This design comes from an exercise in tuning for small area, a short achievable clock period and few clock cycles per item on the open sky130 flow, not from production work. No run shown here included a check of the RTL's function; only the layout flow was run.

--- flow/run.sh ---
#!/bin/bash
# synth_recipe.tcl (not shown) runs the flow's synth.tcl, then flattens the netlist and writes it again
# the make line also repeats each setting of config.mk as NAME=value (left out here)
make -C /OpenROAD-flow-scripts/flow DESIGN_CONFIG=/design/flow/config.mk WORK_HOME=/design/flow/orfs CLKGATE_MAP_FILE= SYNTH_SCRIPT=/design/flow/synth_recipe.tcl finish
--- flow/config.mk ---
export PLATFORM = sky130hd
export DESIGN_NAME = gregorian_day_number_convert_top
export DESIGN_NICKNAME = gregorian_day_number_convert_top
export VERILOG_FILES = /design/flow/design.v
export SDC_FILE = /design/flow/constraint.sdc
export NUM_CORES = 4
export LEC_CHECK = 0
export CAP_MARGIN = 20
export CORE_MARGIN = 2
export CORE_UTILIZATION = 40
export SETUP_SLACK_MARGIN = 3.0
export SLEW_MARGIN = 20
--- flow/constraint.sdc ---
create_clock -name core_clock -period 9.0 [get_ports {clk}]
set_input_delay 1.8000 -clock core_clock [delete_from_list [all_inputs] [get_ports {clk}]]
set_output_delay 1.8000 -clock core_clock [all_outputs]
set_load 0.01 [all_outputs]
--- flow/design.v ---
package gdn_pkg;
    localparam int NUM_MIN = 306;
    localparam int NUM_MAX = 3652364;
    function automatic logic [3:0] fwd_month_index(input logic [3:0] month);
        logic [3:0] r;
        case (month)
            4'd0:    r = 4'd9;
            4'd1:    r = 4'd10;
            4'd2:    r = 4'd11;
            4'd13:   r = 4'd10;
            4'd14:   r = 4'd11;
            4'd15:   r = 4'd0;
            default: r = month - 4'd3;
        endcase
        fwd_month_index = r;
    endfunction
    function automatic logic [8:0] month_offset(input logic [3:0] mi);
        logic [8:0] r;
        case (mi)
            4'd0:    r = 9'd0;
            4'd1:    r = 9'd31;
            4'd2:    r = 9'd61;
            4'd3:    r = 9'd92;
            4'd4:    r = 9'd122;
            4'd5:    r = 9'd153;
            4'd6:    r = 9'd184;
            4'd7:    r = 9'd214;
            4'd8:    r = 9'd245;
            4'd9:    r = 9'd275;
            4'd10:   r = 9'd306;
            4'd11:   r = 9'd337;
            default: r = 9'd0;
        endcase
        month_offset = r;
    endfunction
    function automatic logic [3:0] month_index(input logic [8:0] ddd);
        logic [3:0] mi;
        mi = 4'd0;
        for (int k = 1; k < 12; k++)
        begin
            if (ddd >= month_offset(4'(k)))
            begin
                mi = mi + 4'd1;
            end
        end
        month_index = mi;
    endfunction
endpackage
module gdn_est (
    input  logic [21:0] n,
    output logic [13:0] est
);
    wire e_w1;
    wire e_w2;
    assign e_w1 = n[7] ^ n[9];
    assign e_w2 = n[7] & n[9];
    wire e_w3;
    wire e_w4;
    assign e_w3 = n[8] ^ n[10];
    assign e_w4 = n[8] & n[10];
    wire e_w5;
    wire e_w6;
    assign e_w5 = n[9] ^ n[11] ^ n[12];
    assign e_w6 = (n[9] & n[11]) | (n[9] & n[12]) | (n[11] & n[12]);
    wire e_w7;
    wire e_w8;
    assign e_w7 = n[10] ^ n[12];
    assign e_w8 = n[10] & n[12];
    wire e_w9;
    wire e_w10;
    assign e_w9 = n[6] ^ n[8] ^ n[9];
    assign e_w10 = (n[6] & n[8]) | (n[6] & n[9]) | (n[8] & n[9]);
    wire e_w11;
    wire e_w12;
    assign e_w11 = e_w1 ^ n[10] ^ n[12];
    assign e_w12 = (e_w1 & n[10]) | (e_w1 & n[12]) | (n[10] & n[12]);
    wire e_w13;
    wire e_w14;
    assign e_w13 = ~n[15] ^ ~n[18];
    assign e_w14 = ~n[15] & ~n[18];
    wire e_w15;
    wire e_w16;
    assign e_w15 = e_w2 ^ e_w3 ^ n[11];
    assign e_w16 = (e_w2 & e_w3) | (e_w2 & n[11]) | (e_w3 & n[11]);
    wire e_w17;
    wire e_w18;
    assign e_w17 = n[13] ^ ~n[16] ^ n[19];
    assign e_w18 = (n[13] & ~n[16]) | (n[13] & n[19]) | (~n[16] & n[19]);
    wire e_w19;
    wire e_w20;
    assign e_w19 = e_w4 ^ e_w5 ^ n[14];
    assign e_w20 = (e_w4 & e_w5) | (e_w4 & n[14]) | (e_w5 & n[14]);
    wire e_w21;
    wire e_w22;
    assign e_w21 = ~n[17] ^ ~n[20] ^ ~n[19];
    assign e_w22 = (~n[17] & ~n[20]) | (~n[17] & ~n[19]) | (~n[20] & ~n[19]);
    wire e_w23;
    wire e_w24;
    assign e_w23 = e_w6 ^ e_w7 ^ n[13];
    assign e_w24 = (e_w6 & e_w7) | (e_w6 & n[13]) | (e_w7 & n[13]);
    wire e_w25;
    wire e_w26;
    assign e_w25 = n[15] ^ ~n[18] ^ ~n[21];
    assign e_w26 = (n[15] & ~n[18]) | (n[15] & ~n[21]) | (~n[18] & ~n[21]);
    wire e_w27;
    wire e_w28;
    assign e_w27 = e_w8 ^ n[11] ^ n[13];
    assign e_w28 = (e_w8 & n[11]) | (e_w8 & n[13]) | (n[11] & n[13]);
    wire e_w29;
    wire e_w30;
    assign e_w29 = n[14] ^ n[16] ^ n[19];
    assign e_w30 = (n[14] & n[16]) | (n[14] & n[19]) | (n[16] & n[19]);
    wire e_w31;
    wire e_w32;
    assign e_w31 = n[12] ^ n[14] ^ n[15];
    assign e_w32 = (n[12] & n[14]) | (n[12] & n[15]) | (n[14] & n[15]);
    wire e_w33;
    wire e_w34;
    assign e_w33 = n[17] ^ ~n[20] ^ n[19];
    assign e_w34 = (n[17] & ~n[20]) | (n[17] & n[19]) | (~n[20] & n[19]);
    wire e_w35;
    wire e_w36;
    assign e_w35 = n[13] ^ n[15] ^ n[16];
    assign e_w36 = (n[13] & n[15]) | (n[13] & n[16]) | (n[15] & n[16]);
    wire e_w37;
    wire e_w38;
    assign e_w37 = n[18] ^ ~n[21] ^ n[19];
    assign e_w38 = (n[18] & ~n[21]) | (n[18] & n[19]) | (~n[21] & n[19]);
    wire e_w39;
    wire e_w40;
    assign e_w39 = n[14] ^ n[16] ^ n[17];
    assign e_w40 = (n[14] & n[16]) | (n[14] & n[17]) | (n[16] & n[17]);
    wire e_w41;
    wire e_w42;
    assign e_w41 = n[19] ^ ~n[19];
    assign e_w42 = n[19] & ~n[19];
    wire e_w43;
    wire e_w44;
    assign e_w43 = n[15] ^ n[17] ^ n[18];
    assign e_w44 = (n[15] & n[17]) | (n[15] & n[18]) | (n[17] & n[18]);
    wire e_w45;
    wire e_w46;
    assign e_w45 = n[16] ^ n[18] ^ n[19];
    assign e_w46 = (n[16] & n[18]) | (n[16] & n[19]) | (n[18] & n[19]);
    wire e_w47;
    wire e_w48;
    assign e_w47 = n[17] ^ n[19];
    assign e_w48 = n[17] & n[19];
    wire e_w49;
    wire e_w50;
    assign e_w49 = n[18] ^ n[20];
    assign e_w50 = n[18] & n[20];
    wire e_w51;
    wire e_w52;
    assign e_w51 = e_w9 ^ n[11];
    assign e_w52 = e_w9 & n[11];
    wire e_w53;
    wire e_w54;
    assign e_w53 = e_w10 ^ e_w11 ^ e_w13;
    assign e_w54 = (e_w10 & e_w11) | (e_w10 & e_w13) | (e_w11 & e_w13);
    wire e_w55;
    wire e_w56;
    assign e_w55 = e_w12 ^ e_w14 ^ e_w15;
    assign e_w56 = (e_w12 & e_w14) | (e_w12 & e_w15) | (e_w14 & e_w15);
    wire e_w57;
    wire e_w58;
    assign e_w57 = e_w16 ^ e_w18 ^ e_w19;
    assign e_w58 = (e_w16 & e_w18) | (e_w16 & e_w19) | (e_w18 & e_w19);
    wire e_w59;
    wire e_w60;
    assign e_w59 = e_w20 ^ e_w22 ^ e_w23;
    assign e_w60 = (e_w20 & e_w22) | (e_w20 & e_w23) | (e_w22 & e_w23);
    wire e_w61;
    wire e_w62;
    assign e_w61 = e_w24 ^ e_w26 ^ e_w27;
    assign e_w62 = (e_w24 & e_w26) | (e_w24 & e_w27) | (e_w26 & e_w27);
    wire e_w63;
    wire e_w64;
    assign e_w63 = e_w28 ^ e_w30 ^ e_w31;
    assign e_w64 = (e_w28 & e_w30) | (e_w28 & e_w31) | (e_w30 & e_w31);
    wire e_w65;
    wire e_w66;
    assign e_w65 = e_w32 ^ e_w34 ^ e_w35;
    assign e_w66 = (e_w32 & e_w34) | (e_w32 & e_w35) | (e_w34 & e_w35);
    wire e_w67;
    wire e_w68;
    assign e_w67 = e_w36 ^ e_w38 ^ e_w39;
    assign e_w68 = (e_w36 & e_w38) | (e_w36 & e_w39) | (e_w38 & e_w39);
    wire e_w69;
    wire e_w70;
    assign e_w69 = e_w40 ^ e_w42 ^ e_w43;
    assign e_w70 = (e_w40 & e_w42) | (e_w40 & e_w43) | (e_w42 & e_w43);
    wire e_w71;
    wire e_w72;
    assign e_w71 = e_w44 ^ e_w45 ^ n[21];
    assign e_w72 = (e_w44 & e_w45) | (e_w44 & n[21]) | (e_w45 & n[21]);
    wire e_w73;
    wire e_w74;
    assign e_w73 = e_w46 ^ e_w47 ^ n[20];
    assign e_w74 = (e_w46 & e_w47) | (e_w46 & n[20]) | (e_w47 & n[20]);
    wire e_w75;
    wire e_w76;
    assign e_w75 = e_w48 ^ e_w49 ^ n[21];
    assign e_w76 = (e_w48 & e_w49) | (e_w48 & n[21]) | (e_w49 & n[21]);
    wire e_w77;
    wire e_w78;
    assign e_w77 = e_w50 ^ n[19] ^ n[21];
    assign e_w78 = (e_w50 & n[19]) | (e_w50 & n[21]) | (n[19] & n[21]);
    wire e_w79;
    wire e_w80;
    assign e_w79 = e_w51 ^ ~n[14];
    assign e_w80 = e_w51 & ~n[14];
    wire e_w81;
    wire e_w82;
    assign e_w81 = e_w52 ^ e_w53 ^ ~n[17];
    assign e_w82 = (e_w52 & e_w53) | (e_w52 & ~n[17]) | (e_w53 & ~n[17]);
    wire e_w83;
    wire e_w84;
    assign e_w83 = e_w54 ^ e_w55 ^ e_w17;
    assign e_w84 = (e_w54 & e_w55) | (e_w54 & e_w17) | (e_w55 & e_w17);
    wire e_w85;
    wire e_w86;
    assign e_w85 = e_w56 ^ e_w57 ^ e_w21;
    assign e_w86 = (e_w56 & e_w57) | (e_w56 & e_w21) | (e_w57 & e_w21);
    wire e_w87;
    wire e_w88;
    assign e_w87 = e_w58 ^ e_w59 ^ e_w25;
    assign e_w88 = (e_w58 & e_w59) | (e_w58 & e_w25) | (e_w59 & e_w25);
    wire e_w89;
    wire e_w90;
    assign e_w89 = e_w60 ^ e_w61 ^ e_w29;
    assign e_w90 = (e_w60 & e_w61) | (e_w60 & e_w29) | (e_w61 & e_w29);
    wire e_w91;
    wire e_w92;
    assign e_w91 = e_w62 ^ e_w63 ^ e_w33;
    assign e_w92 = (e_w62 & e_w63) | (e_w62 & e_w33) | (e_w63 & e_w33);
    wire e_w93;
    wire e_w94;
    assign e_w93 = e_w64 ^ e_w65 ^ e_w37;
    assign e_w94 = (e_w64 & e_w65) | (e_w64 & e_w37) | (e_w65 & e_w37);
    wire e_w95;
    wire e_w96;
    assign e_w95 = e_w66 ^ e_w67 ^ e_w41;
    assign e_w96 = (e_w66 & e_w67) | (e_w66 & e_w41) | (e_w67 & e_w41);
    wire e_w97;
    wire e_w98;
    assign e_w97 = e_w68 ^ e_w69 ^ ~n[20];
    assign e_w98 = (e_w68 & e_w69) | (e_w68 & ~n[20]) | (e_w69 & ~n[20]);
    wire e_w99;
    wire e_w100;
    assign e_w99 = e_w70 ^ e_w71 ^ ~n[20];
    assign e_w100 = (e_w70 & e_w71) | (e_w70 & ~n[20]) | (e_w71 & ~n[20]);
    wire e_w101;
    wire e_w102;
    assign e_w101 = e_w72 ^ e_w73 ^ ~n[20];
    assign e_w102 = (e_w72 & e_w73) | (e_w72 & ~n[20]) | (e_w73 & ~n[20]);
    wire e_w103;
    wire e_w104;
    assign e_w103 = e_w74 ^ e_w75 ^ ~n[20];
    assign e_w104 = (e_w74 & e_w75) | (e_w74 & ~n[20]) | (e_w75 & ~n[20]);
    wire e_w105;
    wire e_w106;
    assign e_w105 = e_w76 ^ e_w77 ^ ~n[20];
    assign e_w106 = (e_w76 & e_w77) | (e_w76 & ~n[20]) | (e_w77 & ~n[20]);
    wire e_w107;
    wire e_w108;
    assign e_w107 = e_w78 ^ n[20] ^ ~n[20];
    assign e_w108 = (e_w78 & n[20]) | (e_w78 & ~n[20]) | (n[20] & ~n[20]);
    wire e_w109;
    wire e_w110;
    assign e_w109 = n[21] ^ ~n[20];
    assign e_w110 = n[21] & ~n[20];
    wire [16:0] e_a = {e_w110, e_w108, e_w106, e_w104, e_w102, e_w100, e_w98, e_w96, e_w94, e_w92, e_w90, e_w88, e_w86, e_w84, e_w82, e_w80, e_w79};
    wire [16:0] e_b = {~n[20], e_w109, e_w107, e_w105, e_w103, e_w101, e_w99, e_w97, e_w95, e_w93, e_w91, e_w89, e_w87, e_w85, e_w83, e_w81, n[17]};
    wire [16:0] e;
    assign e = e_a + e_b;
    assign est = e[16:3];
endmodule
module gdn_q (
    input  logic [13:0] y,
    output logic [6:0] q
);
    wire c_w1;
    wire c_w2;
    assign c_w1 = y[3] ^ y[6];
    assign c_w2 = y[3] & y[6];
    wire c_w3;
    wire c_w4;
    assign c_w3 = y[2] ^ y[4] ^ y[7];
    assign c_w4 = (y[2] & y[4]) | (y[2] & y[7]) | (y[4] & y[7]);
    wire c_w5;
    wire c_w6;
    assign c_w5 = y[3] ^ y[5] ^ y[8];
    assign c_w6 = (y[3] & y[5]) | (y[3] & y[8]) | (y[5] & y[8]);
    wire c_w7;
    wire c_w8;
    assign c_w7 = y[4] ^ y[6];
    assign c_w8 = y[4] & y[6];
    wire c_w9;
    wire c_w10;
    assign c_w9 = y[5] ^ y[7] ^ y[10];
    assign c_w10 = (y[5] & y[7]) | (y[5] & y[10]) | (y[7] & y[10]);
    wire c_w11;
    wire c_w12;
    assign c_w11 = y[6] ^ y[8] ^ y[11];
    assign c_w12 = (y[6] & y[8]) | (y[6] & y[11]) | (y[8] & y[11]);
    wire c_w13;
    wire c_w14;
    assign c_w13 = y[7] ^ y[9] ^ y[12];
    assign c_w14 = (y[7] & y[9]) | (y[7] & y[12]) | (y[9] & y[12]);
    wire c_w15;
    wire c_w16;
    assign c_w15 = y[8] ^ y[10] ^ y[13];
    assign c_w16 = (y[8] & y[10]) | (y[8] & y[13]) | (y[10] & y[13]);
    wire c_w17;
    wire c_w18;
    assign c_w17 = y[9] ^ y[11];
    assign c_w18 = y[9] & y[11];
    wire c_w19;
    wire c_w20;
    assign c_w19 = y[10] ^ y[12];
    assign c_w20 = y[10] & y[12];
    wire c_w21;
    wire c_w22;
    assign c_w21 = y[11] ^ y[13];
    assign c_w22 = y[11] & y[13];
    wire c_w23;
    wire c_w24;
    assign c_w23 = y[2] ^ y[5];
    assign c_w24 = y[2] & y[5];
    wire c_w25;
    wire c_w26;
    assign c_w25 = c_w1 ^ ~y[11] ^ ~y[10];
    assign c_w26 = (c_w1 & ~y[11]) | (c_w1 & ~y[10]) | (~y[11] & ~y[10]);
    wire c_w27;
    wire c_w28;
    assign c_w27 = c_w2 ^ c_w3 ^ ~y[12];
    assign c_w28 = (c_w2 & c_w3) | (c_w2 & ~y[12]) | (c_w3 & ~y[12]);
    wire c_w29;
    wire c_w30;
    assign c_w29 = c_w4 ^ c_w5 ^ ~y[13];
    assign c_w30 = (c_w4 & c_w5) | (c_w4 & ~y[13]) | (c_w5 & ~y[13]);
    wire c_w31;
    wire c_w32;
    assign c_w31 = c_w6 ^ c_w7 ^ ~y[9];
    assign c_w32 = (c_w6 & c_w7) | (c_w6 & ~y[9]) | (c_w7 & ~y[9]);
    wire c_w33;
    wire c_w34;
    assign c_w33 = c_w8 ^ c_w9 ^ ~y[9];
    assign c_w34 = (c_w8 & c_w9) | (c_w8 & ~y[9]) | (c_w9 & ~y[9]);
    wire c_w35;
    wire c_w36;
    assign c_w35 = c_w10 ^ c_w11 ^ ~y[9];
    assign c_w36 = (c_w10 & c_w11) | (c_w10 & ~y[9]) | (c_w11 & ~y[9]);
    wire c_w37;
    wire c_w38;
    assign c_w37 = c_w12 ^ c_w13 ^ ~y[9];
    assign c_w38 = (c_w12 & c_w13) | (c_w12 & ~y[9]) | (c_w13 & ~y[9]);
    wire c_w39;
    wire c_w40;
    assign c_w39 = c_w14 ^ c_w15 ^ ~y[9];
    assign c_w40 = (c_w14 & c_w15) | (c_w14 & ~y[9]) | (c_w15 & ~y[9]);
    wire c_w41;
    wire c_w42;
    assign c_w41 = c_w16 ^ c_w17 ^ ~y[9];
    assign c_w42 = (c_w16 & c_w17) | (c_w16 & ~y[9]) | (c_w17 & ~y[9]);
    wire c_w43;
    wire c_w44;
    assign c_w43 = c_w18 ^ c_w19 ^ ~y[9];
    assign c_w44 = (c_w18 & c_w19) | (c_w18 & ~y[9]) | (c_w19 & ~y[9]);
    wire c_w45;
    wire c_w46;
    assign c_w45 = c_w20 ^ c_w21 ^ ~y[9];
    assign c_w46 = (c_w20 & c_w21) | (c_w20 & ~y[9]) | (c_w21 & ~y[9]);
    wire c_w47;
    wire c_w48;
    assign c_w47 = c_w22 ^ y[12] ^ ~y[9];
    assign c_w48 = (c_w22 & y[12]) | (c_w22 & ~y[9]) | (y[12] & ~y[9]);
    wire c_w49;
    wire c_w50;
    assign c_w49 = y[13] ^ ~y[9];
    assign c_w50 = y[13] & ~y[9];
    wire [13:0] c_a = {c_w48, c_w46, c_w44, c_w42, c_w40, c_w38, c_w36, c_w34, c_w32, c_w30, c_w28, c_w26, c_w24, c_w23};
    wire [13:0] c_b = {c_w49, c_w47, c_w45, c_w43, c_w41, c_w39, c_w37, c_w35, c_w33, c_w31, c_w29, c_w27, c_w25, y[10]};
    wire [13:0] c;
    assign c = c_a + c_b;
    assign q = c[13:7];
endmodule
module gdn_z (
    input  logic t,
    input  logic [9:0] a,
    input  logic [13:0] y,
    input  logic [6:0] q,
    output logic [21:0] z
);
    wire u_w1;
    wire u_w2;
    assign u_w1 = y[0] ^ y[1];
    assign u_w2 = y[0] & y[1];
    wire u_w3;
    wire u_w4;
    assign u_w3 = y[1] ^ y[2] ^ y[4];
    assign u_w4 = (y[1] & y[2]) | (y[1] & y[4]) | (y[2] & y[4]);
    wire u_w5;
    wire u_w6;
    assign u_w5 = y[0] ^ y[2] ^ y[3];
    assign u_w6 = (y[0] & y[2]) | (y[0] & y[3]) | (y[2] & y[3]);
    wire u_w7;
    wire u_w8;
    assign u_w7 = y[5] ^ y[6] ^ y[8];
    assign u_w8 = (y[5] & y[6]) | (y[5] & y[8]) | (y[6] & y[8]);
    wire u_w9;
    wire u_w10;
    assign u_w9 = y[1] ^ y[3] ^ y[4];
    assign u_w10 = (y[1] & y[3]) | (y[1] & y[4]) | (y[3] & y[4]);
    wire u_w11;
    wire u_w12;
    assign u_w11 = y[6] ^ y[7] ^ y[9];
    assign u_w12 = (y[6] & y[7]) | (y[6] & y[9]) | (y[7] & y[9]);
    wire u_w13;
    wire u_w14;
    assign u_w13 = y[11] ^ a[9];
    assign u_w14 = y[11] & a[9];
    wire u_w15;
    wire u_w16;
    assign u_w15 = y[2] ^ y[4] ^ y[5];
    assign u_w16 = (y[2] & y[4]) | (y[2] & y[5]) | (y[4] & y[5]);
    wire u_w17;
    wire u_w18;
    assign u_w17 = y[7] ^ y[8] ^ y[10];
    assign u_w18 = (y[7] & y[8]) | (y[7] & y[10]) | (y[8] & y[10]);
    wire u_w19;
    wire u_w20;
    assign u_w19 = y[12] ^ ~a[7];
    assign u_w20 = y[12] & ~a[7];
    wire u_w21;
    wire u_w22;
    assign u_w21 = y[3] ^ y[5] ^ y[6];
    assign u_w22 = (y[3] & y[5]) | (y[3] & y[6]) | (y[5] & y[6]);
    wire u_w23;
    wire u_w24;
    assign u_w23 = y[8] ^ y[9] ^ y[11];
    assign u_w24 = (y[8] & y[9]) | (y[8] & y[11]) | (y[9] & y[11]);
    wire u_w25;
    wire u_w26;
    assign u_w25 = y[13] ^ ~a[7];
    assign u_w26 = y[13] & ~a[7];
    wire u_w27;
    wire u_w28;
    assign u_w27 = y[4] ^ y[6] ^ y[7];
    assign u_w28 = (y[4] & y[6]) | (y[4] & y[7]) | (y[6] & y[7]);
    wire u_w29;
    wire u_w30;
    assign u_w29 = y[9] ^ y[10] ^ y[12];
    assign u_w30 = (y[9] & y[10]) | (y[9] & y[12]) | (y[10] & y[12]);
    wire u_w31;
    wire u_w32;
    assign u_w31 = y[5] ^ y[7] ^ y[8];
    assign u_w32 = (y[5] & y[7]) | (y[5] & y[8]) | (y[7] & y[8]);
    wire u_w33;
    wire u_w34;
    assign u_w33 = y[10] ^ y[11];
    assign u_w34 = y[10] & y[11];
    wire u_w35;
    wire u_w36;
    assign u_w35 = y[6] ^ y[8] ^ y[9];
    assign u_w36 = (y[6] & y[8]) | (y[6] & y[9]) | (y[8] & y[9]);
    wire u_w37;
    wire u_w38;
    assign u_w37 = y[7] ^ y[9];
    assign u_w38 = y[7] & y[9];
    wire u_w39;
    wire u_w40;
    assign u_w39 = y[0] ^ y[1];
    assign u_w40 = y[0] & y[1];
    wire u_w41;
    wire u_w42;
    assign u_w41 = y[1] ^ y[2] ^ y[4];
    assign u_w42 = (y[1] & y[2]) | (y[1] & y[4]) | (y[2] & y[4]);
    wire u_w43;
    wire u_w44;
    assign u_w43 = y[0] ^ y[2] ^ y[3];
    assign u_w44 = (y[0] & y[2]) | (y[0] & y[3]) | (y[2] & y[3]);
    wire u_w45;
    wire u_w46;
    assign u_w45 = y[5] ^ y[7];
    assign u_w46 = y[5] & y[7];
    wire u_w47;
    wire u_w48;
    assign u_w47 = u_w1 ^ y[3] ^ y[4];
    assign u_w48 = (u_w1 & y[3]) | (u_w1 & y[4]) | (y[3] & y[4]);
    wire u_w49;
    wire u_w50;
    assign u_w49 = y[6] ^ y[8] ^ a[6];
    assign u_w50 = (y[6] & y[8]) | (y[6] & a[6]) | (y[8] & a[6]);
    wire u_w51;
    wire u_w52;
    assign u_w51 = u_w2 ^ u_w3 ^ y[5];
    assign u_w52 = (u_w2 & u_w3) | (u_w2 & y[5]) | (u_w3 & y[5]);
    wire u_w53;
    wire u_w54;
    assign u_w53 = y[7] ^ y[9] ^ ~a[7];
    assign u_w54 = (y[7] & y[9]) | (y[7] & ~a[7]) | (y[9] & ~a[7]);
    wire u_w55;
    wire u_w56;
    assign u_w55 = u_w4 ^ u_w5 ^ u_w7;
    assign u_w56 = (u_w4 & u_w5) | (u_w4 & u_w7) | (u_w5 & u_w7);
    wire u_w57;
    wire u_w58;
    assign u_w57 = y[10] ^ a[8] ^ ~a[7];
    assign u_w58 = (y[10] & a[8]) | (y[10] & ~a[7]) | (a[8] & ~a[7]);
    wire u_w59;
    wire u_w60;
    assign u_w59 = u_w6 ^ u_w8 ^ u_w9;
    assign u_w60 = (u_w6 & u_w8) | (u_w6 & u_w9) | (u_w8 & u_w9);
    wire u_w61;
    wire u_w62;
    assign u_w61 = u_w11 ^ u_w13 ^ ~a[7];
    assign u_w62 = (u_w11 & u_w13) | (u_w11 & ~a[7]) | (u_w13 & ~a[7]);
    wire u_w63;
    wire u_w64;
    assign u_w63 = u_w10 ^ u_w12 ^ u_w14;
    assign u_w64 = (u_w10 & u_w12) | (u_w10 & u_w14) | (u_w12 & u_w14);
    wire u_w65;
    wire u_w66;
    assign u_w65 = u_w15 ^ u_w17 ^ u_w19;
    assign u_w66 = (u_w15 & u_w17) | (u_w15 & u_w19) | (u_w17 & u_w19);
    wire u_w67;
    wire u_w68;
    assign u_w67 = u_w16 ^ u_w18 ^ u_w20;
    assign u_w68 = (u_w16 & u_w18) | (u_w16 & u_w20) | (u_w18 & u_w20);
    wire u_w69;
    wire u_w70;
    assign u_w69 = u_w21 ^ u_w23 ^ u_w25;
    assign u_w70 = (u_w21 & u_w23) | (u_w21 & u_w25) | (u_w23 & u_w25);
    wire u_w71;
    wire u_w72;
    assign u_w71 = u_w22 ^ u_w24 ^ u_w26;
    assign u_w72 = (u_w22 & u_w24) | (u_w22 & u_w26) | (u_w24 & u_w26);
    wire u_w73;
    wire u_w74;
    assign u_w73 = u_w27 ^ u_w29 ^ ~a[7];
    assign u_w74 = (u_w27 & u_w29) | (u_w27 & ~a[7]) | (u_w29 & ~a[7]);
    wire u_w75;
    wire u_w76;
    assign u_w75 = u_w28 ^ u_w30 ^ u_w31;
    assign u_w76 = (u_w28 & u_w30) | (u_w28 & u_w31) | (u_w30 & u_w31);
    wire u_w77;
    wire u_w78;
    assign u_w77 = u_w33 ^ y[13] ^ ~a[7];
    assign u_w78 = (u_w33 & y[13]) | (u_w33 & ~a[7]) | (y[13] & ~a[7]);
    wire u_w79;
    wire u_w80;
    assign u_w79 = u_w32 ^ u_w34 ^ u_w35;
    assign u_w80 = (u_w32 & u_w34) | (u_w32 & u_w35) | (u_w34 & u_w35);
    wire u_w81;
    wire u_w82;
    assign u_w81 = y[11] ^ y[12] ^ ~a[7];
    assign u_w82 = (y[11] & y[12]) | (y[11] & ~a[7]) | (y[12] & ~a[7]);
    wire u_w83;
    wire u_w84;
    assign u_w83 = u_w36 ^ u_w37 ^ y[10];
    assign u_w84 = (u_w36 & u_w37) | (u_w36 & y[10]) | (u_w37 & y[10]);
    wire u_w85;
    wire u_w86;
    assign u_w85 = y[12] ^ y[13] ^ ~a[7];
    assign u_w86 = (y[12] & y[13]) | (y[12] & ~a[7]) | (y[13] & ~a[7]);
    wire u_w87;
    wire u_w88;
    assign u_w87 = u_w38 ^ y[8] ^ y[10];
    assign u_w88 = (u_w38 & y[8]) | (u_w38 & y[10]) | (y[8] & y[10]);
    wire u_w89;
    wire u_w90;
    assign u_w89 = y[11] ^ y[13] ^ ~a[7];
    assign u_w90 = (y[11] & y[13]) | (y[11] & ~a[7]) | (y[13] & ~a[7]);
    wire u_w91;
    wire u_w92;
    assign u_w91 = y[9] ^ y[11] ^ y[12];
    assign u_w92 = (y[9] & y[11]) | (y[9] & y[12]) | (y[11] & y[12]);
    wire u_w93;
    wire u_w94;
    assign u_w93 = y[10] ^ y[12];
    assign u_w94 = y[10] & y[12];
    wire u_w95;
    wire u_w96;
    assign u_w95 = y[0] ^ y[2];
    assign u_w96 = y[0] & y[2];
    wire u_w97;
    wire u_w98;
    assign u_w97 = y[1] ^ y[3];
    assign u_w98 = y[1] & y[3];
    wire u_w99;
    wire u_w100;
    assign u_w99 = y[0] ^ y[2] ^ y[4];
    assign u_w100 = (y[0] & y[2]) | (y[0] & y[4]) | (y[2] & y[4]);
    wire u_w101;
    wire u_w102;
    assign u_w101 = u_w39 ^ y[3] ^ y[5];
    assign u_w102 = (u_w39 & y[3]) | (u_w39 & y[5]) | (y[3] & y[5]);
    wire u_w103;
    wire u_w104;
    assign u_w103 = u_w40 ^ u_w41 ^ y[6];
    assign u_w104 = (u_w40 & u_w41) | (u_w40 & y[6]) | (u_w41 & y[6]);
    wire u_w105;
    wire u_w106;
    assign u_w105 = u_w42 ^ u_w43 ^ u_w45;
    assign u_w106 = (u_w42 & u_w43) | (u_w42 & u_w45) | (u_w43 & u_w45);
    wire u_w107;
    wire u_w108;
    assign u_w107 = u_w44 ^ u_w46 ^ u_w47;
    assign u_w108 = (u_w44 & u_w46) | (u_w44 & u_w47) | (u_w46 & u_w47);
    wire u_w109;
    wire u_w110;
    assign u_w109 = u_w48 ^ u_w50 ^ u_w51;
    assign u_w110 = (u_w48 & u_w50) | (u_w48 & u_w51) | (u_w50 & u_w51);
    wire u_w111;
    wire u_w112;
    assign u_w111 = u_w52 ^ u_w54 ^ u_w55;
    assign u_w112 = (u_w52 & u_w54) | (u_w52 & u_w55) | (u_w54 & u_w55);
    wire u_w113;
    wire u_w114;
    assign u_w113 = u_w56 ^ u_w58 ^ u_w59;
    assign u_w114 = (u_w56 & u_w58) | (u_w56 & u_w59) | (u_w58 & u_w59);
    wire u_w115;
    wire u_w116;
    assign u_w115 = u_w60 ^ u_w62 ^ u_w63;
    assign u_w116 = (u_w60 & u_w62) | (u_w60 & u_w63) | (u_w62 & u_w63);
    wire u_w117;
    wire u_w118;
    assign u_w117 = u_w64 ^ u_w66 ^ u_w67;
    assign u_w118 = (u_w64 & u_w66) | (u_w64 & u_w67) | (u_w66 & u_w67);
    wire u_w119;
    wire u_w120;
    assign u_w119 = u_w68 ^ u_w70 ^ u_w71;
    assign u_w120 = (u_w68 & u_w70) | (u_w68 & u_w71) | (u_w70 & u_w71);
    wire u_w121;
    wire u_w122;
    assign u_w121 = u_w72 ^ u_w74 ^ u_w75;
    assign u_w122 = (u_w72 & u_w74) | (u_w72 & u_w75) | (u_w74 & u_w75);
    wire u_w123;
    wire u_w124;
    assign u_w123 = u_w76 ^ u_w78 ^ u_w79;
    assign u_w124 = (u_w76 & u_w78) | (u_w76 & u_w79) | (u_w78 & u_w79);
    wire u_w125;
    wire u_w126;
    assign u_w125 = u_w80 ^ u_w82 ^ u_w83;
    assign u_w126 = (u_w80 & u_w82) | (u_w80 & u_w83) | (u_w82 & u_w83);
    wire u_w127;
    wire u_w128;
    assign u_w127 = u_w84 ^ u_w86 ^ u_w87;
    assign u_w128 = (u_w84 & u_w86) | (u_w84 & u_w87) | (u_w86 & u_w87);
    wire u_w129;
    wire u_w130;
    assign u_w129 = u_w88 ^ u_w90 ^ u_w91;
    assign u_w130 = (u_w88 & u_w90) | (u_w88 & u_w91) | (u_w90 & u_w91);
    wire u_w131;
    wire u_w132;
    assign u_w131 = u_w92 ^ u_w93 ^ y[13];
    assign u_w132 = (u_w92 & u_w93) | (u_w92 & y[13]) | (u_w93 & y[13]);
    wire u_w133;
    wire u_w134;
    assign u_w133 = u_w94 ^ y[11] ^ y[13];
    assign u_w134 = (u_w94 & y[11]) | (u_w94 & y[13]) | (y[11] & y[13]);
    wire u_w135;
    wire u_w136;
    assign u_w135 = u_w95 ^ a[0];
    assign u_w136 = u_w95 & a[0];
    wire u_w137;
    wire u_w138;
    assign u_w137 = u_w96 ^ u_w97 ^ a[1];
    assign u_w138 = (u_w96 & u_w97) | (u_w96 & a[1]) | (u_w97 & a[1]);
    wire u_w139;
    wire u_w140;
    assign u_w139 = u_w98 ^ u_w99 ^ a[2];
    assign u_w140 = (u_w98 & u_w99) | (u_w98 & a[2]) | (u_w99 & a[2]);
    wire u_w141;
    wire u_w142;
    assign u_w141 = u_w100 ^ u_w101 ^ a[3];
    assign u_w142 = (u_w100 & u_w101) | (u_w100 & a[3]) | (u_w101 & a[3]);
    wire u_w143;
    wire u_w144;
    assign u_w143 = u_w102 ^ u_w103 ^ a[4];
    assign u_w144 = (u_w102 & u_w103) | (u_w102 & a[4]) | (u_w103 & a[4]);
    wire u_w145;
    wire u_w146;
    assign u_w145 = u_w104 ^ u_w105 ^ a[5];
    assign u_w146 = (u_w104 & u_w105) | (u_w104 & a[5]) | (u_w105 & a[5]);
    wire u_w147;
    wire u_w148;
    assign u_w147 = u_w106 ^ u_w107 ^ u_w49;
    assign u_w148 = (u_w106 & u_w107) | (u_w106 & u_w49) | (u_w107 & u_w49);
    wire u_w149;
    wire u_w150;
    assign u_w149 = u_w108 ^ u_w109 ^ u_w53;
    assign u_w150 = (u_w108 & u_w109) | (u_w108 & u_w53) | (u_w109 & u_w53);
    wire u_w151;
    wire u_w152;
    assign u_w151 = u_w110 ^ u_w111 ^ u_w57;
    assign u_w152 = (u_w110 & u_w111) | (u_w110 & u_w57) | (u_w111 & u_w57);
    wire u_w153;
    wire u_w154;
    assign u_w153 = u_w112 ^ u_w113 ^ u_w61;
    assign u_w154 = (u_w112 & u_w113) | (u_w112 & u_w61) | (u_w113 & u_w61);
    wire u_w155;
    wire u_w156;
    assign u_w155 = u_w114 ^ u_w115 ^ u_w65;
    assign u_w156 = (u_w114 & u_w115) | (u_w114 & u_w65) | (u_w115 & u_w65);
    wire u_w157;
    wire u_w158;
    assign u_w157 = u_w116 ^ u_w117 ^ u_w69;
    assign u_w158 = (u_w116 & u_w117) | (u_w116 & u_w69) | (u_w117 & u_w69);
    wire u_w159;
    wire u_w160;
    assign u_w159 = u_w118 ^ u_w119 ^ u_w73;
    assign u_w160 = (u_w118 & u_w119) | (u_w118 & u_w73) | (u_w119 & u_w73);
    wire u_w161;
    wire u_w162;
    assign u_w161 = u_w120 ^ u_w121 ^ u_w77;
    assign u_w162 = (u_w120 & u_w121) | (u_w120 & u_w77) | (u_w121 & u_w77);
    wire u_w163;
    wire u_w164;
    assign u_w163 = u_w122 ^ u_w123 ^ u_w81;
    assign u_w164 = (u_w122 & u_w123) | (u_w122 & u_w81) | (u_w123 & u_w81);
    wire u_w165;
    wire u_w166;
    assign u_w165 = u_w124 ^ u_w125 ^ u_w85;
    assign u_w166 = (u_w124 & u_w125) | (u_w124 & u_w85) | (u_w125 & u_w85);
    wire u_w167;
    wire u_w168;
    assign u_w167 = u_w126 ^ u_w127 ^ u_w89;
    assign u_w168 = (u_w126 & u_w127) | (u_w126 & u_w89) | (u_w127 & u_w89);
    wire u_w169;
    wire u_w170;
    assign u_w169 = u_w128 ^ u_w129 ^ ~a[7];
    assign u_w170 = (u_w128 & u_w129) | (u_w128 & ~a[7]) | (u_w129 & ~a[7]);
    wire u_w171;
    wire u_w172;
    assign u_w171 = u_w130 ^ u_w131 ^ ~a[7];
    assign u_w172 = (u_w130 & u_w131) | (u_w130 & ~a[7]) | (u_w131 & ~a[7]);
    wire u_w173;
    wire u_w174;
    assign u_w173 = u_w132 ^ u_w133 ^ ~a[7];
    assign u_w174 = (u_w132 & u_w133) | (u_w132 & ~a[7]) | (u_w133 & ~a[7]);
    wire u_w175;
    wire u_w176;
    assign u_w175 = u_w134 ^ y[12] ^ ~a[7];
    assign u_w176 = (u_w134 & y[12]) | (u_w134 & ~a[7]) | (y[12] & ~a[7]);
    wire u_w177;
    wire u_w178;
    assign u_w177 = y[13] ^ ~a[7];
    assign u_w178 = y[13] & ~a[7];
    wire [21:0] u_a = {u_w176, u_w174, u_w172, u_w170, u_w168, u_w166, u_w164, u_w162, u_w160, u_w158, u_w156, u_w154, u_w152, u_w150, u_w148, u_w146, u_w144, u_w142, u_w140, u_w138, u_w136, u_w135};
    wire [21:0] u_b = {u_w177, u_w175, u_w173, u_w171, u_w169, u_w167, u_w165, u_w163, u_w161, u_w159, u_w157, u_w155, u_w153, u_w151, u_w149, u_w147, u_w145, u_w143, u_w141, u_w139, u_w137, t};
    wire z_w1;
    wire z_w2;
    assign z_w1 = u_a[0] ^ u_b[0];
    assign z_w2 = u_a[0] & u_b[0];
    wire z_w3;
    wire z_w4;
    assign z_w3 = u_a[1] ^ u_b[1] ^ q[3];
    assign z_w4 = (u_a[1] & u_b[1]) | (u_a[1] & q[3]) | (u_b[1] & q[3]);
    wire z_w5;
    wire z_w6;
    assign z_w5 = u_a[2] ^ u_b[2] ^ q[4];
    assign z_w6 = (u_a[2] & u_b[2]) | (u_a[2] & q[4]) | (u_b[2] & q[4]);
    wire z_w7;
    wire z_w8;
    assign z_w7 = u_a[3] ^ u_b[3] ^ q[5];
    assign z_w8 = (u_a[3] & u_b[3]) | (u_a[3] & q[5]) | (u_b[3] & q[5]);
    wire z_w9;
    wire z_w10;
    assign z_w9 = u_a[4] ^ u_b[4] ^ q[6];
    assign z_w10 = (u_a[4] & u_b[4]) | (u_a[4] & q[6]) | (u_b[4] & q[6]);
    wire z_w11;
    wire z_w12;
    assign z_w11 = u_a[5] ^ u_b[5];
    assign z_w12 = u_a[5] & u_b[5];
    wire z_w13;
    wire z_w14;
    assign z_w13 = u_a[6] ^ u_b[6];
    assign z_w14 = u_a[6] & u_b[6];
    wire z_w15;
    wire z_w16;
    assign z_w15 = z_w1 ^ q[2];
    assign z_w16 = z_w1 & q[2];
    wire z_w17;
    wire z_w18;
    assign z_w17 = z_w2 ^ z_w3 ^ ~q[1];
    assign z_w18 = (z_w2 & z_w3) | (z_w2 & ~q[1]) | (z_w3 & ~q[1]);
    wire z_w19;
    wire z_w20;
    assign z_w19 = z_w4 ^ z_w5 ^ ~q[2];
    assign z_w20 = (z_w4 & z_w5) | (z_w4 & ~q[2]) | (z_w5 & ~q[2]);
    wire z_w21;
    wire z_w22;
    assign z_w21 = z_w6 ^ z_w7 ^ ~q[3];
    assign z_w22 = (z_w6 & z_w7) | (z_w6 & ~q[3]) | (z_w7 & ~q[3]);
    wire z_w23;
    wire z_w24;
    assign z_w23 = z_w8 ^ z_w9 ^ ~q[4];
    assign z_w24 = (z_w8 & z_w9) | (z_w8 & ~q[4]) | (z_w9 & ~q[4]);
    wire z_w25;
    wire z_w26;
    assign z_w25 = z_w10 ^ z_w11 ^ ~q[5];
    assign z_w26 = (z_w10 & z_w11) | (z_w10 & ~q[5]) | (z_w11 & ~q[5]);
    wire z_w27;
    wire z_w28;
    assign z_w27 = z_w12 ^ z_w13 ^ ~q[6];
    assign z_w28 = (z_w12 & z_w13) | (z_w12 & ~q[6]) | (z_w13 & ~q[6]);
    wire z_w29;
    wire z_w30;
    assign z_w29 = z_w14 ^ u_a[7] ^ u_b[7];
    assign z_w30 = (z_w14 & u_a[7]) | (z_w14 & u_b[7]) | (u_a[7] & u_b[7]);
    wire z_w31;
    wire z_w32;
    assign z_w31 = u_a[8] ^ u_b[8];
    assign z_w32 = u_a[8] & u_b[8];
    wire z_w33;
    wire z_w34;
    assign z_w33 = u_a[9] ^ u_b[9];
    assign z_w34 = u_a[9] & u_b[9];
    wire z_w35;
    wire z_w36;
    assign z_w35 = u_a[10] ^ u_b[10];
    assign z_w36 = u_a[10] & u_b[10];
    wire z_w37;
    wire z_w38;
    assign z_w37 = u_a[11] ^ u_b[11];
    assign z_w38 = u_a[11] & u_b[11];
    wire z_w39;
    wire z_w40;
    assign z_w39 = u_a[12] ^ u_b[12];
    assign z_w40 = u_a[12] & u_b[12];
    wire z_w41;
    wire z_w42;
    assign z_w41 = u_a[13] ^ u_b[13];
    assign z_w42 = u_a[13] & u_b[13];
    wire z_w43;
    wire z_w44;
    assign z_w43 = u_a[14] ^ u_b[14];
    assign z_w44 = u_a[14] & u_b[14];
    wire z_w45;
    wire z_w46;
    assign z_w45 = u_a[15] ^ u_b[15];
    assign z_w46 = u_a[15] & u_b[15];
    wire z_w47;
    wire z_w48;
    assign z_w47 = u_a[16] ^ u_b[16];
    assign z_w48 = u_a[16] & u_b[16];
    wire z_w49;
    wire z_w50;
    assign z_w49 = u_a[17] ^ u_b[17];
    assign z_w50 = u_a[17] & u_b[17];
    wire z_w51;
    wire z_w52;
    assign z_w51 = u_a[18] ^ u_b[18];
    assign z_w52 = u_a[18] & u_b[18];
    wire z_w53;
    wire z_w54;
    assign z_w53 = u_a[19] ^ u_b[19];
    assign z_w54 = u_a[19] & u_b[19];
    wire z_w55;
    wire z_w56;
    assign z_w55 = u_a[20] ^ u_b[20];
    assign z_w56 = u_a[20] & u_b[20];
    wire z_w57;
    wire z_w58;
    assign z_w57 = u_a[21] ^ u_b[21];
    assign z_w58 = u_a[21] & u_b[21];
    wire [21:0] z_a = {z_w56, z_w54, z_w52, z_w50, z_w48, z_w46, z_w44, z_w42, z_w40, z_w38, z_w36, z_w34, z_w32, z_w30, z_w28, z_w26, z_w24, z_w22, z_w20, z_w18, z_w16, z_w15};
    wire [21:0] z_b = {z_w57, z_w55, z_w53, z_w51, z_w49, z_w47, z_w45, z_w43, z_w41, z_w39, z_w37, z_w35, z_w33, z_w31, z_w29, z_w27, z_w25, z_w23, z_w21, z_w19, z_w17, ~q[0]};
    assign z = z_a + z_b;
endmodule
module gregorian_day_number_convert_top (
    input  logic         clk,
    input  logic         rst_n,
    input  logic         req_valid,
    output logic         req_ready,
    input  logic         req_type,
    input  logic [13:0]  year_in,
    input  logic [3:0]   month_in,
    input  logic [4:0]   day_in,
    input  logic [21:0]  number_in,
    output logic         rsp_valid,
    input  logic         rsp_ready,
    output logic [21:0]  number_out,
    output logic [13:0]  year_out,
    output logic [3:0]   month_out,
    output logic [4:0]   day_out,
    output logic         range_error
);
    logic        v1_reg, v2_reg, v3_reg;
    logic        en;
    logic        s1_typ_reg;
    logic        s1_err_reg;
    logic [13:0] s1_y_reg;
    logic [9:0]  s1_a_reg;
    logic        s2_typ_reg;
    logic        s2_err_reg;
    logic        s2_leap_reg;
    logic [1:0]  s2_yh_reg;
    logic [21:0] s2_p_reg;
    logic        s3_num_reg;
    logic        s3_date_reg;
    logic        s3_err_reg;
    logic [22:0] s3_p_reg;
    assign en = !v3_reg || rsp_ready;
    assign req_ready = en;
    assign rsp_valid = v3_reg;
    always_ff @(posedge clk or negedge rst_n)
    begin
        if (!rst_n)
        begin
            v1_reg <= 1'b0;
            v2_reg <= 1'b0;
            v3_reg <= 1'b0;
        end
        else if (en)
        begin
            v1_reg <= req_valid;
            v2_reg <= v1_reg;
            v3_reg <= v2_reg;
        end
    end
    logic [3:0]  a_mi;
    logic        a_wrap;
    logic [8:0]  a_off;
    logic [13:0] a_yf;
    logic        a_ferr;
    logic [13:0] a_est;
    logic        a_gbad;
    gdn_est u_est (.n(number_in), .est(a_est));
    always_comb
    begin
        a_mi = gdn_pkg::fwd_month_index(month_in);
        a_wrap = (a_mi >= 4'd10);
        a_off = gdn_pkg::month_offset(a_mi) + 9'(day_in);
        a_yf = year_in - 14'(a_wrap);
        a_ferr = (a_wrap && (year_in == 14'd0)) || (a_yf > 14'd9999)
              || ((a_yf == 14'd9999) && (a_off > 9'd306))
              || ((a_yf == 14'd0) && (a_off < 9'd307));
        a_gbad = (number_in < 22'(gdn_pkg::NUM_MIN)) || (number_in > 22'(gdn_pkg::NUM_MAX));
    end
    always_ff @(posedge clk)
    begin
        if (en)
        begin
            s1_typ_reg <= req_type;
            if (req_type)
            begin
                s1_err_reg <= a_gbad;
                s1_y_reg <= a_est;
                s1_a_reg <= ~number_in[9:0];
            end
            else
            begin
                s1_err_reg <= a_ferr;
                s1_y_reg <= a_yf;
                s1_a_reg <= {1'b0, a_off};
            end
        end
    end
    logic [6:0]  b_q;
    logic [21:0] b_z;
    logic [4:0]  b_rem25;
    logic        b_leap;
    gdn_q u_q (.y(s1_y_reg), .q(b_q));
    gdn_z u_z (.t(s1_typ_reg), .a(s1_a_reg), .y(s1_y_reg), .q(b_q), .z(b_z));
    always_comb
    begin
        b_rem25 = s1_y_reg[6:2] - 5'(b_q) * 5'd25;
        b_leap = (s1_y_reg[1:0] == 2'd0) && ((b_rem25 != 5'd0) || (b_q[1:0] == 2'd0));
    end
    always_ff @(posedge clk)
    begin
        if (en)
        begin
            s2_typ_reg <= s1_typ_reg;
            s2_err_reg <= s1_err_reg;
            s2_leap_reg <= b_leap;
            s2_yh_reg <= s1_y_reg[13:12];
            s2_p_reg <= s1_typ_reg ? {s1_y_reg[11:0], ~b_z[9:0]} : b_z;
        end
    end
    logic        c_back;
    logic [8:0]  c_d;
    logic [11:1] c_ge;
    logic [3:0]  c_mi;
    logic [8:0]  c_mo;
    logic [4:0]  c_day;
    logic [3:0]  c_month;
    logic [13:0] c_year;
    always_comb
    begin
        c_back = s2_p_reg[9];
        c_d = s2_p_reg[8:0] + (c_back ? 9'd365 + 9'(s2_leap_reg) : 9'd0);
        for (int k = 1; k < 12; k++)
        begin
            c_ge[k] = (c_d >= gdn_pkg::month_offset(4'(k)));
        end
        c_mi[3] = c_ge[8];
        c_mi[2] = c_ge[4] && !c_ge[8];
        c_mi[1] = (c_ge[2] && !c_ge[4]) || (c_ge[6] && !c_ge[8]) || c_ge[10];
        c_mi[0] = (c_ge[1] && !c_ge[2]) || (c_ge[3] && !c_ge[4]) || (c_ge[5] && !c_ge[6])
               || (c_ge[7] && !c_ge[8]) || (c_ge[9] && !c_ge[10]) || c_ge[11];
        c_mo = gdn_pkg::month_offset(c_mi);
        c_day = c_d[4:0] - c_mo[4:0] + 5'd1;
        c_month = c_ge[10] ? c_mi - 4'd9 : c_mi + 4'd3;
        c_year = {s2_yh_reg, s2_p_reg[21:10]} - 14'(c_back) + 14'(c_ge[10]);
    end
    always_ff @(posedge clk)
    begin
        if (en)
        begin
            s3_num_reg <= !s2_typ_reg && !s2_err_reg;
            s3_date_reg <= s2_typ_reg && !s2_err_reg;
            s3_err_reg <= s2_err_reg;
            s3_p_reg <= s2_typ_reg ? {c_year, c_month, c_day} : {1'b0, s2_p_reg};
        end
    end
    assign range_error = s3_err_reg;
    assign number_out = s3_num_reg ? s3_p_reg[21:0] : 22'd0;
    assign year_out = s3_date_reg ? s3_p_reg[22:9] : 14'd0;
    assign month_out = s3_date_reg ? s3_p_reg[8:5] : 4'd0;
    assign day_out = s3_date_reg ? s3_p_reg[4:0] : 5'd0;
endmodule
==> results of run 1 <==
[placed cells by master, fill, tap and decap left out, drive strengths merged, types with 8 or more instances in the layout]
master and n:
and2 54, nor2b 11, xor2 42, nor3 20
nand3 25, clkdlybuf4s50 80, clkbuf 15, mux2i 14
fa 149, nor4 14, o22ai 8, edfxtp 79
o21ai 57, buf 44, xnor2 69, ha 159
o21bai 10, mux2 12, nand2 62, inv 223
a31oi 11, nor2 70, nand2b 10, and3 8
a21o 21, a21oi 67, dlymetal6s2s 11
[critical path, delay by kind of cell, from the launching register on]
kind	cells	cell delay, ps
AOI/OAI and AO/OA	9	1810
xor gates and xnor gates	1	90
adders and majority gates	6	2560
buffers and inverters	2	110
DFF	1	490
and+or+nand+nor	6	940
[repair_timing]
item                                    CTS  global route
pin swaps                                24            19
gates cloned                              0             0
hold buffers                              0             0
buffers inserted                         28            11
resized for setup                        36            49
endpoints found under the setup margin   24            22
[cells by family after synthesis]
family,count (synthesis),share of synthesized area
XOR/XNOR,111,0.0756
adder cells (fa/ha/maj),308,0.384
AO/OA/AOI/OAI,247,0.126
flip-flops,82,0.189
buffers and inverters,254,0.0757
multiplexers,26,0.0212
AND/OR/NAND/NOR,314,0.129
[metal layers]
metal,up-vias,share of wire,track usage
met4,0,0.017,0.0432
met3,31,0.035,0.0230
met5,-,0,0
met1,4558,0.46,0.227
li1,4791,-,-
met2,193,0.49,0.316
[stage by stage]
step                area (sq um)  hold slack [ps]  utilization
floorplan                  13100              400            -
global placement           14500              442        0.456
detailed placement         14500              448        0.456
CTS                        15200              463        0.480
global route               15500              496        0.487
finish                     15500              461        0.487
[area by class of cell]
class / instances / area, sq um
clock buffer: 10 / 229
clock inverter: 6 / 138
fill: 2970 / 16300
inverter: 224 / 845
multi-input combinational: 1006 / 9990
sequential: 82 / 2450
tap: 402 / 503
timing repair buffer: 141 / 1300
[worst max-delay path by stage]
stage	depth (start not counted)	slack [ps]	endpoint	startpoint
global route	24	2450	s2_p_reg[20]	s1_y_reg[6]
global placement	25	2130	s2_p_reg[20]	s1_y_reg[9]
detailed placement	25	2030	s2_p_reg[20]	s1_y_reg[8]
finish	24	2730	s2_p_reg[20]	s1_y_reg[6]
floorplan	25	2740	s2_p_reg[20]	s1_y_reg[8]
CTS	25	2660	s2_p_reg[20]	s1_y_reg[8]
==> flow_summary.toml, run 1 <==
[yosys]
netlist_instances = 1342
yosysUniqueCellTypes = 90
yosys-top-cells-count = "223 x inv_1, 159 x ha_1, 149 x fa_1"
synthTopCellsByArea = "fa_1 23%, edfxtp_1 18%, ha_1 15%, inv_1 6.5%, xnor2_1 4.6%"
seq_area_frac_synth = 0.189
synth-edff-count = 79
synth_ff_type = "edfxtp_1"
ys_seq_elements = 82
synth.most_common_cell = "inv_1"
synth.net_count = 1700
synthArstFlopShare = 0.0366
synth.largest_area_cell = "fa_1"
yosysWarnings = 1
syn-cell-area_sq_mm = 0.0130
netlist.area_leader.share = 0.230
syn-mean-instance-area_sq_um = 9.66

[route]
wire_per_inst_microns = 15.4
drt_iter0_markers = 495
avgViaCountPerCell = 5.12
drt_first_pass_iters = 5
drcViolationCount = 0
antenna_left = 0
vias = 9573
wirelength_microns = 28900

[worst_setup_path]
cp.required_ps = 9100
setup.worst_path.class = "reg2reg"
cp_common_cell = "fa_1"
r2r_slack_ps = 2730
cp_cell_sequence = "fa_1 > fa_1 > ha_4 > nand4_1 > o211ai_1 > a31oi_2 > nor2b_2 > o21a_1 > nor2_4 > o21bai_4 > xnor2_2 > fa_1 > inv_1 > fa_1 > inv_1 > ha_4 > o21ai_4 > a211oi_2 > o31ai_4 > nand2_2 > a211o_1 > o31a_1 > nor4bb_1 > or3_1"
crit_path_top_delay_cell = "fa_1"
worst_ep_arrival_time_ps = 6370
crit_fanout = 5
end_kind = "register"
critPathMaxStageDelay_ps = 570
r2r_cells = 24
reg2reg_from = "s1_y_reg[6]"
cp-start-kind = "register"
r2r_end = "s2_p_reg[20]"

[placement]
placedCellCount = 1816
place.port_buffers = 97
pre_cts_ws_ps = 2030
gp_congestion = 0.847
dpl.hpwl_microns = 23500

[sta]
fin_tns_setup_ps = 0
setup_violations = 0
setup_slack_ps = 2730
rsz0062_at_grt = "yes"
slew_viol_final = 0
final.setup_skew_ps = 9.85
fmax_mhz = 160
fin_crit_sh = 0.697
slew_headroom = 0.336
finalHoldViolCount = 0
min_period_ps = 6270
tightestPinTransition_ps = 996

[clocking]
clock_path_buffers = 2
path_clk_slew_ps = 70
numCtsBuffers = 9
ctsHtreeMaxLevel = 3
clockRootBuffer = "clkbuf_16"
cts_sinks = 82
cts_tree = "done"
clock_latency_ps = 360

[floorplan]
rows = 65
chipHeight_microns = 184
coreArea_sq_mm = 0.0317
ios = 98
fp.dieW_microns = 184
initial_utilization = 0.409
dieArea_sq_mm = 0.0339

[cells_and_area]
nets = 1822
area_growth_pct = 19.2
fin_cells = 1871
drive_gt1_frac = 0.110
largest_reg_flops = 23
antenna_cells = 0

[grt]
antenna_found_initial = 0
grt_max_degree = 81
grt_pass1_vias = 9785
grt_overflow = 0
gr-usage-all-layers = 0.177
grt_pass1_wl_microns = 48000

[hold_path]
hold_end = "v3_reg"
hold_path_class = "reg2reg"
worstHoldPathCells = 1
hold_start = "v2_reg"

[flow_run]
drv_cap = 0

[outcome]
outcome = "finished clean"
==> run 2: changes to the inputs <==
--- a/flow/config.mk
+++ b/flow/config.mk
@@ -8,5 +8,4 @@
 export CAP_MARGIN = 20
 export CORE_MARGIN = 2
 export CORE_UTILIZATION = 40
-export SETUP_SLACK_MARGIN = 3.0
 export SLEW_MARGIN = 20
==> flow_summary.toml, run 2 <==
[outcome]
outcome = "finished clean"

[clocking]
holdBufCountCts = 0
clock_latency_ps = 350
clock_path_buffers = 2
ctsResizeCount = 0
path_clk_slew_ps = 60
cts_setup_buffers = 0
cts_tree = "done"
ctsHtreeMaxLevel = 3
cts_sinks = 82
clockRootBuffer = "clkbuf_16"
numCtsBuffers = 9

[sta]
whs_ps = 460
tightestPinTransition_ps = 904
finalHoldViolCount = 0
rsz0062_at_grt = "no"
min_period_ps = 7410
fin_crit_sh = 0.823
final.setup_skew_ps = 8.65
setup_violations = 0
slew_viol_final = 0
fin_tns_setup_ps = 0
slew_headroom = 0.392
fmax_mhz = 135
setup_slack_ps = 1590

[worst_setup_path]
crit_fanout = 12
cp.required_ps = 9090
worst_ep_arrival_time_ps = 7500
end_kind = "register"
reg2reg_from = "s1_y_reg[9]"
setup.worst_path.class = "reg2reg"
cp-start-kind = "register"
critPathLaunch = "s1_y_reg[9]"

[yosys]
seq_area_frac_synth = 0.189
yosys-top-cells-count = "223 x inv_1, 159 x ha_1, 149 x fa_1"
syn-cell-area_sq_mm = 0.0130
yosysUniqueCellTypes = 90
synth-edff-count = 79
syn-mean-instance-area_sq_um = 9.66
yosysWarnings = 1
synthTopCellsByArea = "fa_1 23%, edfxtp_1 18%, ha_1 15%, inv_1 6.5%, xnor2_1 4.6%"
synth.net_count = 1700
synth.most_common_cell = "inv_1"
ys_seq_elements = 82
netlist.area_leader.share = 0.230
netlist_instances = 1342
synth_ff_type = "edfxtp_1"
synth.largest_area_cell = "fa_1"
synthArstFlopShare = 0.0366

[floorplan]
coreArea_sq_mm = 0.0317
initial_utilization = 0.409
fp.dieW_microns = 184
ios = 98
rows = 65
dieArea_sq_mm = 0.0339
chipHeight_microns = 184

[route]
antenna_left = 0
wirelength_microns = 27900
avgViaCountPerCell = 5.13
wire_per_inst_microns = 15.2
drt_first_pass_iters = 4
drcViolationCount = 0
vias = 9393
drt_iter0_markers = 378

[cells_and_area]
n_fill_cell = 3014
layout_commonest_cell = "inv_1"
drive_gt1_frac = 0.0434
nets = 1782
mostFrequentLayoutCells = "223 x inv_1, 159 x ha_1, 149 x fa_1, 97 x clkdlybuf4s50_1, 79 x edfxtp_1"
antenna_cells = 0
largest_reg_flops = 23
area_growth_pct = 13.5
design_area_sq_mm = 0.0147

[grt]
grt_max_degree = 84
grt_pass1_wl_microns = 47000
grt_pass1_vias = 9504
antenna_found_initial = 0
grt_overflow = 0
gr-usage-all-layers = 0.173

[hold_path]
hold_start = "v2_reg"
hold_path_class = "reg2reg"

[placement]
dpl_cell_area_sq_mm = 0.0143
place.port_buffers = 97
pre_cts_ws_ps = 1560
gp_congestion = 0.890
dpl.hpwl_microns = 23500

[flow_run]
drv_cap = 0
run 2: changes by cell type in the layout (fill, tap and decap cells not counted), sizes merged:
| cell | previous run | this run |
|---|---|---|
| inv | 223 | 224 |
| dlygate4sd2 | 1 | 0 |
| buf | 44 | 4 |
| clkinvlp | 1 | 0 |
| clkbuf | 15 | 10 |
| clkdlybuf4s50 | 80 | 97 |
| dlymetal6s2s | 11 | 0 |
run 2: layout make-up:
class	count	area, sq um	share of cell area
flip-flops and latches	82	2450	0.166
clock inverters	6	138	0.00936
well taps	402	503	0.0342
multi-input cells	1006	9540	0.648
repair buffers	101	1010	0.0689
clock buffers	10	229	0.0156
inverters	224	841	0.0572
run 2: worst max-delay path, stage by stage, from the launching register on:
cell,delay [ps]
edfxtp_1,760
inv_1,460
fa_1,570
ha_1,310
a21oi_1,150
a2bb2oi_1,230
o211ai_1,150
a31oi_1,290
nor2b_1,110
o21a_1,180
nor2_1,150
o21bai_1,130
xnor2_1,170
fa_1,550
inv_1,60
fa_1,500
inv_1,40
ha_1,320
o21ai_0,300
a211oi_1,140
o31ai_1,350
nand2_1,180
a211o_1,310
o31a_1,250
nor4bb_1,140
or3_1,360
run 2: cells by family after synthesis:
group                      count (synthesis)  share of synthesized area
DFF                                       82                      0.189
buffers and inverters                    254                     0.0757
AOI/OAI and AO/OA                        247                      0.126
and+or+nand+nor                          314                      0.129
adders and majority gates                308                      0.384
muxes                                     26                     0.0212
xor gates and xnor gates                 111                     0.0756
run 2: per-stage QoR:
step,utilization,instances
6_report,0.464,1831
5_1_grt,0.464,1831
4_1_cts,0.463,1830
3_5_place_dp,0.452,1814
3_3_place_gp,0.452,1814
2_1_floorplan,-,1342
run 2: metal layers:
metal,share of wire,global-route usage
met4,0.014,0.0416
met1,0.47,0.227
met3,0.029,0.0180
met5,0,0
met2,0.49,0.306
run 2: final timing paths:
path	to	slack [ps]	depth (start not counted)
hold reg to reg	v3_reg	460	1
setup / recovery	s2_p_reg[20]	1590	25
setup reg to reg	s2_p_reg[20]	1590	25
min in group asynchronous	v3_reg	1630	1
hold / removal	v3_reg	460	1
max in group asynchronous	v1_reg	7230	1

==> what the ideal ports hide <==
The results above use ideal ports. As a check the final layouts listed here were re-extracted and re-timed, cells and wires unchanged. Step 1 (the two cells are an assumption about what drives the block):
set clk [get_ports {clk}]
set_driving_cell -lib_cell sky130_fd_sc_hd__clkbuf_16 $clk
set_driving_cell -lib_cell sky130_fd_sc_hd__buf_2 [delete_from_list [all_inputs] $clk]
Step 2 adds t to the input delays and takes it off the output delays; t is the mean of the earliest and latest rising clock arrival at the registers after step 1. Input paths then give back, and output paths get back, about the clock's delay inside the block. a / b / c = no drivers / after step 1 / after step 2; a / b = the first two.
run	t (ns)	setup slack, ns	slew at the worst register clock pin (ns)	pins driven straight from the clock port
run 1	0.395	2.731 / 2.731 / 2.731	0.07 / 0.07	1
run 2	0.389	1.590 / 1.590 / 1.590	0.07 / 0.07	1
After both steps setup and hold are still met in every run listed.
